From an optimization exercise on the open Yosys and OpenROAD flow, aimed at small area, a short achievable clock period and few clock cycles per item; shortcuts taken in it are not production practice.
Function was checked by simulation only, so behaviour that the tests miss may differ from the original.

==> flow/design.v, too long to show whole: its modules and the start of the top module <==
// module mul_26x17_pipe: 20 lines
// module multi_seq_78: 2040 lines
module multi_seq_78 #(
    parameter int RADIX   = 78,
    parameter int DSP_LAT = 3
) (
    input  logic                 clk,
    input  logic                 rst_n,
    input  logic                 in_valid,
    output logic                 in_ready,
    input  logic [RADIX-1:0]     a,
    input  logic [RADIX-1:0]     b,
    output logic                 out_valid,
    input  logic                 out_ready,
    output logic [2*RADIX-1:0]   prod,
    output logic                 busy
);
  // ...
==> flow/flow/run.sh <==
#!/bin/bash
set -o pipefail
export BUFFER_PORTS_ARGS="-buffer_cell sky130_fd_sc_hd__buf_2"
bash standard.sh > standard.log 2>&1
==> flow/standard.sh <==
#!/bin/bash
# synth_recipe.tcl (not shown) runs the flow's synth.tcl, then flattens the netlist and writes it again
# the make line also repeats each setting of config.mk as NAME=value (left out here)
make -C /OpenROAD-flow-scripts/flow DESIGN_CONFIG=/design/flow/config.mk WORK_HOME=/design/flow/orfs CLKGATE_MAP_FILE= SYNTH_SCRIPT=/design/flow/synth_recipe.tcl "${@:-finish}"
==> flow/config.mk <==
export PLATFORM = sky130hd
export DESIGN_NAME = multi_seq_78
export DESIGN_NICKNAME = multi_seq_78
export VERILOG_FILES = /design/flow/design.v
export SDC_FILE = /design/flow/constraint.sdc
export NUM_CORES = 4
export LEC_CHECK = 0
export ABC_AREA = 1
export CAP_MARGIN = 20
export CORE_MARGIN = 2
export CORE_UTILIZATION = 65
export PLACE_DENSITY = 0.75
export SETUP_SLACK_MARGIN = 4.0
export SLEW_MARGIN = 20
==> flow/constraint.sdc <==
create_clock -name core_clock -period 6.8 [get_ports {clk}]
set_input_delay 1.3600 -clock core_clock [delete_from_list [all_inputs] [get_ports {clk}]]
set_output_delay 1.3600 -clock core_clock [all_outputs]
set_load 0.01 [all_outputs]
==> impl_metrics.ini, run 1 <==
[global_route]
track_usage = 0.352
grt_pass1_vias = 25913
antenna_found_initial = 3

[logic_synthesis]
synth-edff-count = 180
synth_area_sq_um = 31000
syn_inst = 3382
synth_largest_area_cell = fa_1
synth_commonest_cells = nand2_1 (685), inv_1 (415), fa_1 (320), xor2_1 (320), o22ai_1 (308)
synth_largest_type_area_fraction = 0.207

[floorplanning]
nWellTaps = 615
start_util = 0.654
rows = 80

[routing]
route.met3.wl_mm = 8.29
first_pass_iters = 8

[placed_design]
routabilityCongestion = 0.935

[finish]
dominant_cells = multi-input combinational cells
multi_input_gates = 2348
antenna_cells = 1
finalNonFillerCells = 4264

[setup_path]
path_max_fanout = 6
cp.arrival_ns = 3.34
crit_cells = 18
path_buf_inv = 3

[timing]
setup_ws_ns = 3.82
period_needed_ns = 2.98

[clock_tree]
cts-root-buf = clkbuf_16

[outcome]
status = complete, no violations
Testbench counts, summed over its fixed seeds: cycles 20,800, items 1,600.
==> inputs of run 2 (changes only) <==
--- a/flow/design.v
+++ b/flow/design.v
@@ -730,5 +730,5 @@
     end
     logic [79:0]   a_x;
-    assign a_x = {1'b0, a_r, 1'b0};
+    assign a_x = {1'b0, ~a_r, 1'b0};
     assign pp0[25:0] = (({26{one_r[0]}} & a_x[26:1]) | ({26{two_r[0]}} & a_x[25:0])) ^ {26{neg_r[0]}};
     assign pp0[51:26] = (({26{one_r_d1[0]}} & a_x[52:27]) | ({26{two_r_d1[0]}} & a_x[51:26])) ^ {26{neg_r_d1[0]}};
@@ -2008,5 +2008,5 @@
     always_ff @(posedge clk) begin
         if (!busy_r) begin
-            a_r  <= a;
+            a_r  <= ~a;   
             lo_r <= {2'b00, b};
         end else if (step) begin
==> run 2 against run 1 <==
Effect of this change:
- register-to-register slack improved by 0.02 ns
- count of clock-buffer cells in the layout unchanged
- design area increased by 0.36%
- final cell count decreased by 3.0%
- largest cell class unchanged
==> impl_metrics.ini, run 2 <==
[finish]
multiInputGateArea_sq_um = 19900
regArea_sq_um = 9350
finalNonFillerCells = 4137
nNetsFinal = 4153
final_cell_mix = nand2_1 (578), xor2_1 (329), buf_2 (318), inv_1 (317), fa_1 (315)
largest_reg_flops = 80
drive_gt1_frac = 0.232
layout_commonest_cell = nand2_1
area_delta_synth_final_pct = 15.2
fill_cells = 3178
reg_top3 = lo_r (80), hsn_r (79)
top_register = lo_r

[logic_synthesis]
ys_seq_area_frac = 0.302
synthFlopType = dfxtp_1
ys_ff_latch = 376
synth-edff-count = 180
synth_largest_area_cell = fa_1
syn_nets = 3977
yosysWarnings = 1
synth_commonest_cells = nand2_1 (621), xor2_1 (330), inv_1 (324)
synth_cell_types = 45
syn_inst = 3318
synth_largest_type_area_fraction = 0.207
avgSynthCellArea_sq_um = 9.31
synth.most_common_cell = nand2_1
async_flop_share = 0
synth_area_sq_um = 30900
synthTopCellsByArea = fa_1 (21%), edfxtp_1 (17%), dfxtp_1 (13%)

[routing]
wire_per_inst_um = 22.3
drc_errors = 0
via_per_inst = 6.13
first_pass_iters = 6
routed_wirelength_mm = 92.2
vias = 25358
drt_iter0_drc = 2814
ant_nets = 0

[timing]
tightest_slew_ns = 1.02
setup_ws_ns = 3.84
drv_slew = 0
rsz0062_at_grt = yes
tns_ns = 0
fin_crit_sh = 0.435
setup_viol = 0
max_freq_ghz = 0.338
clock_skew_ns = 0.0139
period_needed_ns = 2.96
hold_viol_final = 0
slew-limit-headroom = 0.320

[floorplanning]
die_h_um = 222
core_sq_um = 46800
dieArea_sq_um = 49300
chipWidth_um = 222
start_util = 0.661
ios = 319
rows = 79

[setup_path]
path_max_fanout = 4
startpoint_type = register
criticalPathCategory = register to register
cp.arrival_ns = 3.28
critPathCaptureType = register
required_ns = 7.12

[placed_design]
routabilityCongestion = 0.927
port_buffers = 318
dp_hpwl_mm = 60.1
place_inst = 3973
pre_cts_ws_ns = 2.95

[min_path]
hold_class = register to register

[clock_tree]
cts_max_level = 2
clk_pin_slew_ns = 0.06
insertion_delay_ns = 0.61
clockBufferDepth = 3
cts_tree = built
cts_made_buffers = 44
cts-root-buf = clkbuf_16
clock-sinks = 376

[global_route]
grt_max_degree = 100
grt_overflow = 0
track_usage = 0.359
antenna_found_initial = 2
grt_pass1_vias = 25462
grt_pass1_wl_mm = 139

[job]
max_cap_violations = 0

[outcome]
status = complete, no violations
==> run 2: cell families (layout without fill, tap and decap cells) <==
family,Yosys count,after routing,share of synthesized area
flops,376,376,0.302
other cells,0,1,0
fa+ha+maj,499,499,0.280
compound gates,481,481,0.0933
buf+inv,641,852,0.0879
mux,10,10,0.00324
xor+xnor,339,339,0.0961
simple gates,972,972,0.138
==> run 2: repair_timing <==
action	in CTS	in global routing
setup endpoints to repair	343	156
hold buffers	0	0
resized for setup	99	207
buffers inserted	24	42
pin swaps	14	54
cloned	4	11
==> run 2: cell type report <==
type,instances,area share
timing repair inverter,8,0.00165
tap,607,0.0213
multi-input combinational,2301,0.560
clock inverter,18,0.00580
clock buffer,63,0.0361
inverter,364,0.0428
sequential,376,0.263
antenna,1,0.0000703
timing repair buffer,399,0.0699
==> run 2: routing by layer <==
metal  up-vias  share of wire  global-route usage
li1      11129              -                   -
met5         -        0.00014                   0
met4         2          0.048               0.146
met3       337          0.097              0.0704
met2      1590           0.48               0.595
met1     12300           0.38               0.466
==> run 2: critical path: stages (launching register included) <==
cell     delay, ns
dfxtp_2       0.33
fa_2          0.60
ha_4          0.22
nand2_4       0.07
inv_4         0.04
a21oi_4       0.15
nand2_4       0.09
nand2_4       0.09
nand2_4       0.09
nand2_4       0.10
nand2_8       0.08
nand2_4       0.11
nand2_8       0.08
fa_2          0.34
xor2_1        0.15
nand2_1       0.06
o21ai_1       0.07
==> run 2: final timing paths <==
path / from / end / slack, ns / depth (start not counted)
worst max-delay path: lc_r[6] / a_r[57] / 3.84 / 16
worst min-delay path: neg_r[3] / hsn_r[78] / 0.44 / 0
worst max register to register: lc_r[6] / a_r[57] / 3.84 / 16
worst min register to register: neg_r[3] / hsn_r[78] / 0.44 / 0
==> run 2: metrics by stage <==
step | utilization | hold slack, ns | area [sq um]
after global routing | 0.761 | 0.443 | 35600
final | 0.761 | 0.435 | 35600
after global placement | 0.684 | 0.395 | 32000
after floorplan | - | 0.374 | 30900
after CTS | 0.731 | 0.416 | 34200
after detailed placement | 0.684 | 0.397 | 32000
Testbench counts of run 2, summed over its fixed seeds: cycles 20,800, items 1,600.
==> inputs of run 3 (changes only) <==
--- a/flow/config.mk
+++ b/flow/config.mk
@@ -9,6 +9,6 @@
 export CAP_MARGIN = 20
 export CORE_MARGIN = 2
-export CORE_UTILIZATION = 65
-export PLACE_DENSITY = 0.75
+export CORE_UTILIZATION = 70
+export PLACE_DENSITY = 0.8
 export SETUP_SLACK_MARGIN = 4.0
 export SLEW_MARGIN = 20
==> run 3 against run 2 <==
Effect of this change:
- highest routed layer is now met4
- worst hold slack got worse by 0.028 ns
- maximum frequency fell by 2.5%
- design area barely moved
==> impl_metrics.ini, run 3 <==
[logic_synthesis]
synthTopCellsByArea = fa_1 (21%), edfxtp_1 (17%), dfxtp_1 (13%)
yosysWarnings = 1
synth_commonest_cells = nand2_1 (621), xor2_1 (330), inv_1 (324)
ys_ff_latch = 376
synth.most_common_cell = nand2_1
syn_nets = 3977
ys_seq_area_frac = 0.302
synth-edff-count = 180
async_flop_share = 0
syn_inst = 3318
avgSynthCellArea_sq_um = 9.31
synth_largest_type_area_fraction = 0.207
synth_cell_types = 45
synth_area_sq_um = 30900
synthFlopType = dfxtp_1
synth_largest_area_cell = fa_1

[routing]
routed_wirelength_mm = 91.9
ant_nets = 0
drc_errors = 0
vias = 25681
wire_per_inst_um = 22.3
routed.top_layer = met4
first_pass_iters = 6
drt_iter0_drc = 3282
wirelength_met1_mm = 32.8
route.met3.wl_mm = 10.4
wl_met2_mm = 43.5
via_per_inst = 6.23

[timing]
setup_viol = 0
drv_slew = 0
tightest_slew_ns = 0.804
rsz0062_at_grt = yes
slew-limit-headroom = 0.463
clock_skew_ns = 0.0336
period_needed_ns = 3.03
fin_crit_sh = 0.446
setup_ws_ns = 3.77
hold_viol_final = 0
tns_ns = 0
max_freq_ghz = 0.330

[finish]
final_cell_mix = nand2_1 (571), xor2_1 (327), inv_1 (319), buf_2 (317), fa_1 (316)
nNetsFinal = 4160
drive_gt1_frac = 0.233
finalNonFillerCells = 4121
largest_reg_flops = 80
reg_top3 = lo_r (80), hsn_r (79)
finalInstanceArea_sq_um = 35600
layout_commonest_cell = nand2_1
fill_cells = 2597
top_register = lo_r
area_delta_synth_final_pct = 15.3
antenna_cells = 0
utilization = 0.822

[job]
max_cap_violations = 0

[min_path]
min-delay-start = neg_r[3]
hold_class = register to register

[setup_path]
crit_path_top_delay_cell = fa_2
crit_family = adder cells
startpoint = ls_r[6]
cp_common_cell = nand2_4
critPathCaptureType = register
required_ns = 7.14
path_buf_inv = 2
cp.arrival_ns = 3.37
criticalPathCategory = register to register
max_stage_delay_ns = 0.62
crit_chain = fa_2 > ha_4 > nand2_4 > inv_2 > a21oi_2 > nand2_2 > nand2_2 > nand2_4 > nand2_4 > nand2_8 > buf_12 > fa_2 > xor2_1 > nand2_1 > o21ai_1
rr_startpoint = ls_r[6]
path_max_fanout = 5
startpoint_type = register

[clock_tree]
cts-root-buf = clkbuf_16
clock-sinks = 376
clockBufferDepth = 3
cts_max_level = 2
insertion_delay_ns = 0.62
cts_made_buffers = 43
cts_tree = built
clk_pin_slew_ns = 0.06

[floorplanning]
chipWidth_um = 214
rows = 76
start_util = 0.712
ios = 319
die_h_um = 214
dieArea_sq_um = 45800
core_sq_um = 43400

[global_route]
antenna_found_initial = 2
grt_pass1_vias = 25922
grt_max_degree = 109
grt_overflow = 0
grt_pass1_wl_mm = 138
track_usage = 0.380

[placed_design]
place_inst = 3951
pre_cts_ws_ns = 3.13
dp_hpwl_mm = 59.8
routabilityCongestion = 0.915
port_buffers = 318
place_area_sq_um = 32000

[outcome]
status = complete, no violations
run 3: cell types whose count changed in the layout (fill, tap and decap cells not counted), sizes merged, moves of 2 or more:
| cell | delta |
|---|---|
| bufbuf | -2 |
| buf | +12 |
| clkbuf | +3 |
| clkinv | -5 |
| inv | -4 |
| clkinvlp | +2 |
run 3: final cells by class:
cell class	instances	area, sq um	share of cell area
timing repair inverter	6	45.0	0.00126
clock buffer	66	1390	0.0390
sequential	376	9350	0.262
clock inverter	14	170	0.00478
timing repair buffer	409	2600	0.0730
inverter	364	1540	0.0431
tap	585	732	0.0205
multi-input combinational	2301	19800	0.556
run 3: kinds of logic after synthesis:
group,count (synthesis),synth area share
simple gates,972,0.138
xor+xnor,339,0.0961
mux,10,0.00324
flops,376,0.302
compound gates,481,0.0933
buf+inv,641,0.0879
fa+ha+maj,499,0.280
run 3: worst paths after layout:
check	end	slack, ns	cells past startpoint
worst max-delay path	a_r[25]	3.77	15
worst min-delay path	hsn_r[78]	0.41	0
worst max register to register	a_r[25]	3.77	15
worst min register to register	hsn_r[78]	0.41	0
run 3: repair_timing:
action / in CTS / in global routing
setup endpoints to repair: 422 / 148
buffers inserted: 25 / 52
gates cloned: 4 / 8
resized for setup: 129 / 184
hold buffers: 0 / 0
pin swaps: 18 / 53
run 3: per-layer routing:
metal  up-vias  global-route usage
met5         -                   0
met3       401              0.0773
met2      1841               0.627
li1      11132                   -
met4         0               0.181
met1     12307               0.483
run 3: worst reg2reg max path, cell delays in order, from the launching register on:
cell     delay [ns]
dfxtp_2        0.34
fa_2           0.62
ha_4           0.23
nand2_4        0.06
inv_2          0.04
a21oi_2        0.15
nand2_2        0.11
nand2_2        0.10
nand2_4        0.10
nand2_4        0.11
nand2_8        0.10
buf_12         0.17
fa_2           0.33
xor2_1         0.16
nand2_1        0.07
o21ai_1        0.08
run 3: per-stage QoR:
step,hold WS (ns)
after global placement,0.397
after global routing,0.403
after detailed placement,0.402
after floorplan,0.374
after CTS,0.399
final,0.408

[re-timing with driven ports]
No port has a modelled driver above. Below, the same layouts with a new extraction and two added sets of constraints.
Step 1, drivers: a clkbuf_16 drives clk and a buf_2 each remaining input, both assumed.
Step 2, shift: input delay + t, output delay - t, t = (earliest + latest rising clock arrival at the registers) / 2. This alone moves slack from input paths to output paths.
Three values: no drivers, after step 1, after step 2; two values: the first two.
| run | t (ns) | slack for setup (ns) | hold WS [ns] |
|---|---|---|---|
| run 1 | 0.658 | 3.823 / 3.823 / 3.823 | 0.435 / 0.435 / 0.435 |
| run 2 | 0.660 | 3.841 / 3.832 / 3.796 | 0.435 / 0.435 / 0.435 |
| run 3 | 0.661 | 3.765 / 3.765 / 3.765 | 0.408 / 0.408 / 0.408 |
After both steps every run listed still meets setup and hold. The setup slack of run 2, which loses most, moves by -0.009 ns with the drivers and by -0.045 ns with both steps.
